What follows belongs to an exercise in optimizing a design on an open flow for small area; a production flow would make more cautious choices. The RTL was checked by simulation tests, not by an equivalence proof against the original design. Power is estimated from default activity; no workload was simulated.

## flow/design.v (module list and top-level ports; edited modules follow where they fit)
// module cbcp_fa: 10 lines
// module cbcp_hai: 9 lines
// module cbcp_ha: 9 lines
// module cbcp_add: 34 lines
// module cbcp_sumsq: 2199 lines
// module complex_block_correlator_power_top: 233 lines
module complex_block_correlator_power_top #(
    parameter int SAMPLE_BITS = cbcp_pkg::SAMPLE_BITS_DEF
) (
    input  logic                                i_clk,
    input  logic                                i_rst_n,
    input  logic                                i_in_valid,
    output logic                                o_in_stall,
    input  logic signed [SAMPLE_BITS-1:0]       i_sample_real,
    input  logic signed [SAMPLE_BITS-1:0]       i_sample_imag,
    input  logic                                i_end_of_stream,
    output logic                                o_out_valid,
    input  logic                                i_out_stall,
    output logic [cbcp_pkg::BANK_BITS-1:0]      o_filter_index,
    output logic [cbcp_pkg::POWER_BITS-1:0]     o_block_power,
    output logic                                o_last_result
);
  // ...
==> flow/flow/run.sh <==
#!/bin/bash
set -e
export BUFFER_PORTS_ARGS="-buffer_cell sky130_fd_sc_hd__buf_1"
export CTS_ARGS="-sink_clustering_enable -repair_clock_nets -dont_use_dummy_load -sink_clustering_size 30 -sink_clustering_max_diameter 120 -buf_list {sky130_fd_sc_hd__clkbuf_8 sky130_fd_sc_hd__clkbuf_16}"
bash standard.sh > standard.log 2>&1
==> flow/standard.sh <==
#!/bin/bash
# synth_recipe.tcl (not shown) runs the flow's synth.tcl, then flattens the netlist and writes it again
# the make line also repeats each setting of config.mk as NAME=value (left out here)
make -C /OpenROAD-flow-scripts/flow DESIGN_CONFIG=/design/flow/config.mk WORK_HOME=/design/flow/orfs CLKGATE_MAP_FILE= SYNTH_SCRIPT=/design/flow/synth_recipe.tcl "${@:-finish}"
==> flow/config.mk <==
export PLATFORM = sky130hd
export DESIGN_NAME = complex_block_correlator_power_top
export DESIGN_NICKNAME = complex_block_correlator_power_top
export VERILOG_FILES = /design/flow/design.v
export SDC_FILE = /design/flow/constraint.sdc
export NUM_CORES = 4
export LEC_CHECK = 0
export CAP_MARGIN = 20
export CORE_MARGIN = 2
export CORE_UTILIZATION = 80
export CTS_BUF_LIST = sky130_fd_sc_hd__clkbuf_8 sky130_fd_sc_hd__clkbuf_16
export CTS_CLUSTER_DIAMETER = 120
export CTS_CLUSTER_SIZE = 30
export SLEW_MARGIN = 20
export SYNTH_HIERARCHICAL = 1
export SYNTH_MINIMUM_KEEP_SIZE = 0
==> flow/constraint.sdc <==
create_clock -name core_clock -period 10.0 [get_ports {i_clk}]
set_input_delay 2.0000 -clock core_clock [delete_from_list [all_inputs] [get_ports {i_clk}]]
set_output_delay 2.0000 -clock core_clock [all_outputs]
set_load 0.01 [all_outputs]
==> key figures, run 1 <==
Layout
  – Bufs w/o clock: 120
  – Final non-filler cell area: 0.0344 sq mm
  – Fraction of area in registers: 32.9%
  – Total number of sequential cells: 442
  – Most frequent cells in the layout: fa_1 (546), nand2_1 (442), and2_1 (261)
  – NumNets Final: ~3.5k

Synthesis
  – Top cell type's share of synthesized area: 32.8%
  – Most common flop cell mapped by yosys: edfxtp_1
  – Library cells used by synthesis: 53
  – Total of warnings raised by yosys: 7
  – Most common library cells after synthesis: fa_1 (546), nand2_1 (442), and2_1 (261)
  – Syn avg cell area: 11.9 sq um
  – Most numerous cell in the Yosys netlist: fa_1

Pwr
  – Clock network power: 910 uW
  – Switching Share: 43.0%
  – Power of the sequential group: ~3.2 mW
  – Leakage power total: 13.6 nW
  – Power dissipated in combinational cells: between 7 and 8 mW
  – Power share of the sequential group: 27.7%
  – PD cells: 336 mW/mm^2
  – Net switching power: 4.96 mW
  – Internal power: 6.58 mW

Min path
  – Hold Path Depth: 0
  – Endpoint with the worst hold slack: r_out_idx[1]

Timing
  – Fmax: slightly above 0.1 GHz
  – Minimum setup slack in the final design: 0.338 ns

Global route
  – GRT met2 Usage: 57.6%

CTS
  – TritonCTS clock tree: yes
  – Clock Sink Count: roughly 440
  – Cell at the root of the clock tree: clkbuf_16

Setup path
  – Max Fanout on Critical Path: 9
  – Last element of the critical path: r_snap3[20]
  – Max stage delay on crit path: roughly 0.54 ns
  – Worst setup path category: register to register
  – Cell-by-cell trace of the critical path: nor2b_1, xor2_1, and2_1, fa_1, fa_1, fa_1, fa_1, fa_1, fa_1, fa_1, fa_1, fa_1, fa_1, fa_1, fa_1, fa_1, fa_1, fa_1, fa_1, fa_1, fa_1, mux2i_1, o311ai_2, xnor2_1

Drt
  – Max layer used: met5
  – M1 WL: 29.1 mm
  – Met3 wirelength from detailed routing: 8.23 mm
  – Avg Vias per Cell: between 6 and 7
  – Remaining routing DRC violations: 0

Floorplan
  – Tap cells: between 500 and 600

Placed design
  – Buffers added on ports: 82
  – Instance area after placement: 0.0339 sq mm
  – RD Place Congestion: 0.938

Run status
  – Result of the run: no timing/DRC/antenna violations
==> run 2, diff against run 1 <==
--- a/flow/design.v
+++ b/flow/design.v
@@ -2039,17 +2039,17 @@
     cbcp_fa u_s1133 (.a(c1058), .b(s1059), .c(s985), .s(s1133), .co(c1134));
     cbcp_fa u_s1135 (.a(c1060), .b(s1061), .c(s989), .s(s1135), .co(c1136));
     cbcp_fa u_s1137 (.a(c1062), .b(s1063), .c(s993), .s(s1137), .co(c1138));
     cbcp_fa u_s1139 (.a(c1064), .b(s1065), .c(s997), .s(s1139), .co(c1140));
     cbcp_fa u_s1141 (.a(c1066), .b(s1067), .c(p417), .s(s1141), .co(c1142));
     cbcp_fa u_s1143 (.a(c1068), .b(s1069), .c(d420), .s(s1143), .co(c1144));
     assign r0 = {1'b1, c1144, c1142, c1140, c1138, c1136, c1134, c1132, c1130, c1128, c1126, c1124, c1122, c1120, c1118, c1116, c1114, c1112, c1110, c1108, c1106, c1104, c1102, c1100, c1098, c1096, c1094, c1092, c1090, c1088, c1086, c1084, c1082, c1080, c1078, c1076, c1074, c1072, s1071, 1'b1, d1};
     assign r1 = {1'b1, c1070, s1143, s1141, s1139, s1137, s1135, s1133, s1131, s1129, s1127, s1125, s1123, s1121, s1119, s1117, s1115, s1113, s1111, s1109, s1107, s1105, s1103, s1101, s1099, s1097, s1095, s1093, s1091, s1089, s1087, s1085, s1083, s1081, s1079, s1077, s1075, s1073, d231, 1'b1, d211};
-    logic [40:0] g, p, gg, pp, c;
+    logic [40:0] g, p, c;
     assign g = r0 & r1;
     assign p = r0 ^ r1;
     logic bg1, bp1;
     assign bg1 = g[1] | (p[1] & (g[0] | p[0]));
     assign bp1 = 1'b0;
     logic bg2, bp2;
     assign bg2 = g[3] | (p[3] & g[2]);
     assign bp2 = p[3] & p[2];
==> run 2 against run 1 <==
Compared with the run above:
- first-iteration DRC count unchanged
- fmax stayed put
- setup slack unchanged
- critical endpoint unchanged
- non-clock buffer count unchanged
- global-route usage stayed put
- clock power about the same
- largest cell class unchanged
- flip-flop and latch count stayed put
==> key figures, run 2 <==
Run status
  – Result of the run: no timing/DRC/antenna violations

Timing
  – Post-route clock skew: roughly 0.095 ns
  – Fmax: 0.103 GHz (unchanged)
  – Shortest period the worst path allows: 9.66 ns
  – Setup repair after global routing missed its margin: false
  – Measured slew at the worst slew-check pin: between 1 and 1.5 ns
  – Final cycle utilization of the critical path: 96.6%
  – Worst rel slew slack: 27.9%
  – Setup-failing EPs final: 0
  – Hold Vio Cnt, Final: 0
  – Count of pins over their slew limit: 0
  – Minimum setup slack in the final design: 0.338 ns (unchanged)
  – TNS Setup: 0 ns
  – Worst hold slack: 0.480 ns

CTS
  – CTS HTree Levels: 1
  – Inserted Clock Buffers: 20
  – Cell at the root of the clock tree: clkbuf_16
  – Post-CTS setup-driven buffer insertion count: 0
  – Number of gates resized after CTS: 0
  – Buffers from clock root to sink, at most: 3
  – Worst-path clk slew: 0.11 ns
  – Clock Sink Count: 442 (unchanged)
  – Clk Latency, worst-skew pair: approximately 0.6 ns
  – TritonCTS clock tree: yes
  – Quantity of hold-fixing buffers added after cts: 0

Floorplan
  – Row count: 74
  – Area enclosed by the die boundary: 0.0433 sq mm
  – Die outline width: approximately 210 um
  – Chip Height: approximately 210 um
  – Num ports: 86
  – Floorplan core area: 0.0410 sq mm
  – Initial cell density of the core: approximately four fifths

Pwr
  – Max VDD drop: approximately 0.47 mV
  – Leakage power total: 13.6 nW (unchanged)
  – Total power: 11.5 mW
  – PD cells: 336 mW/mm^2 (unchanged)

Setup path
  – Setup crit start kind: register
  – Flop-to-flop setup slack: 0.34 ns
  – Worst reg2reg endpoint: r_snap3[20]
  – Data arrival time at the worst-slack endpoint: 9.96 ns
  – Top cell by count, worst path: fa_1
  – Cell-by-cell trace of the critical path: nor2b_1, xor2_1, and2_1, fa_1, fa_1, fa_1, fa_1, fa_1, fa_1, fa_1, fa_1, fa_1, fa_1, fa_1, fa_1, fa_1, fa_1, fa_1, fa_1, fa_1, fa_1, mux2i_1, o311ai_2, xnor2_1
  – Nature of the critical path endpoint: register
  – Gate family responsible for the most delay along the worst path: adder cells
  – Worst setup path category: register to register
  – Max stage delay cell, worst path: edfxtp_1
  – Data required, critical path: around 10 ns
  – Max Fanout on Critical Path: 9 (unchanged)
  – Crit. path cell count: 24
  – R2R Path Start: r_ctl[0]
  – Reg2reg path depth: 24
  – Max stage delay on crit path: 0.54 ns (about the same)
  – Critical path buffer and inverter count: 0
  – Launching instance or port of the critical path: r_ctl[0]
  – Last element of the critical path: r_snap3[20]

Synthesis
  – Largest family of logic cells by synthesized area: adder cells
  – Most numerous cell in the Yosys netlist: fa_1
  – Most common library cells after synthesis: fa_1 (546), nand2_1 (442), and2_1 (261)
  – Syn avg cell area: 11.9 sq um (unchanged)
  – Syn Inst Count: ~2.8k
  – Basic-gate share of the synthesized area counting and, or, nand and nor cells: 11.9%
  – Library cells used by synthesis: 53 (unchanged)
  – Top cell type's share of synthesized area: 32.8% (unchanged)
  – Area contributors post-synth: fa_1 (33%), edfxtp_1 (22%), dfxtp_1 (12%)
  – Proportion of synthesized flip-flops having asynchronous set or reset: 0%
  – Multiplexer share of the synthesized area: between 1 and 1.5%
  – Number of synthesized flops with an enable pin: 247
  – Post-synthesis adder-cell area fraction: 37.1%
  – Cell taking the most area after synthesis: fa_1
  – Post-synthesis instance area: 0.0334 sq mm
  – Post-synthesis share of cell area spent on xor and xnor gates: 6.28%
  – Synthesis-stage register bit count: 442
  – Seq/Total Area, Yosys: 33.9%
  – Share of the synthesized area in compound gates (AO/OA/AOI/OAI): about 5.2%
  – Most common flop cell mapped by yosys: edfxtp_1
  – Total of warnings raised by yosys: 7 (unchanged)

Placed design
  – Instance area after placement: 0.0339 sq mm (unchanged)
  – Pre-CTS setup slack: 0.516 ns
  – Number of cells after detailed placement: 3278
  – Buffers added on ports: 82 (unchanged)
  – Estimated wirelength of the detail-placed design: 56.8 mm
  – RD Place Congestion: 0.938 (unchanged)

Layout
  – Most common cell after layout, fill and taps aside: fa_1
  – Core occupancy in the finished layout: between 80% and 90%
  – NumNets Final: 3466 (unchanged)
  – Biggest registers after layout: r_acc3: 42 flops, r_snap3: 42 flops, r_out_half: 41 flops
  – Most frequent cells in the layout: fa_1 (546), nand2_1 (442), and2_1 (261)
  – Filler instances: 2197
  – Area overhead of the layout relative to synthesis: 3.05%
  – Ratio of cells with drive above 1 in the final layout: 2.82%
  – Final non-filler cell area: 0.0344 sq mm (unchanged)
  – Final cell count without fillers: 3299

Global route
  – Global-route wire length before repair: 121 mm
  – All-Layer GR Usage: 36.2%
  – Number of global-route vias before repair: 22.5k
  – Overflow after GRT: 0
  – Maximum number of pins on one net before global-route repair: 81
  – Number of antenna violations at the first check in global routing: 2

Drt
  – Number of iterations in the first detailed-routing pass: 8
  – Remaining routing DRC violations: 0 (unchanged)
  – DRT antenna net count: 0
  – Wire length per cell: 22.8 um
  – Number of DRC violations after detailed-routing iteration 0: ~2.3k
  – Routed wire length: 75.3 mm
  – Number of vias after detailed routing: 20.8k
  – Avg Vias per Cell: 6.31 (unchanged)

Run
  – # Max-Cap Violations: 0

Min path
  – Path category of the worst min-delay check: register to register
==> run 2: where the power goes <==
group | leakage [nW] | switching, mW | total [mW] | internal (mW)
registers | 3.93 | 0.226 | 3.19 | 2.97
clock network | 0.246 | 0.550 | 0.910 | 0.360
logic | 9.44 | 4.19 | 7.43 | 3.25
==> run 2: worst min path at each step <==
stage | cells after the start | start | endpoint
floorplan | 0 | r_a_idx[0] | r_out_idx[0]
global placement | 0 | r_a_idx[1] | r_out_idx[1]
detailed placement | 0 | r_a_idx[1] | r_out_idx[1]
CTS | 0 | r_a_idx[1] | r_out_idx[1]
global route | 0 | r_a_idx[1] | r_out_idx[1]
finish | 0 | r_a_idx[1] | r_out_idx[1]
==> run 2: area by class of cell <==
class	instances	area (sq um)	area share, %
Multi-Input combinational cell	2007	20600	60.0
Sequential cell	442	11300	32.9
Tap cell	532	666	1.94
Inverter	177	664	1.93
Timing Repair Buffer	120	593	1.73
Clock buffer	20	500	1.46
Antenna cell	1	2.50	0.00728
==> run 2: per-module statistics from Yosys (local to each module, per instance), excerpt <==
module                              cells  times used
cbcp_hai                                5          20
cbcp_fa                                 1         528
complex_block_correlator_power_top   1445           1
cbcp_sumsq                            691           1
==> run 2: layer usage <==
metal  global-route usage [%]  up-vias  share of wire (%)
li1                         -     8830                  -
met1                     50.6    10475                 39
met2                     57.6     1274                 47
met3                     8.95      222                 11
met4                     10.9        2                3.2
met5                        0        -              0.020
==> run 2: logic make-up (layout without fill, tap and decap cells) <==
kind of cell | Yosys count | count (layout)
other | 1 | 4
DFF | 442 | 442
buffers and inverters | 355 | 317
xor gates and xnor gates | 239 | 239
muxes | 40 | 40
AOI/OAI and AO/OA | 248 | 248
adders and majority gates | 661 | 661
and+or+nand+nor | 816 | 816

afterwards: timing with drivers on the ports:
Ports are ideal in the flow. The routed layouts listed here were re-timed in OpenROAD.
Step 1 sets driving cells, clkbuf_16 on the clock port and buf_2 on the other inputs (assumed; they add their load-dependent delay and slew).
Step 2 moves the port delays by t, midway between the first and last clock arrival at a register: inputs arrive t later, outputs are due t later. That takes back most of the time a late clock gives input paths.
Three values: no drivers, after step 1, after step 2; two values: the first two.
run | t, ns | setup slack, ns | latest minus earliest clock arrival (ns)
run 1 | 0.613 | 0.338 / 0.338 / 0.338 | 0.096 / 0.095
run 2 | 0.613 | 0.338 / 0.338 / 0.338 | 0.096 / 0.095
After both steps every run listed still meets setup and hold.
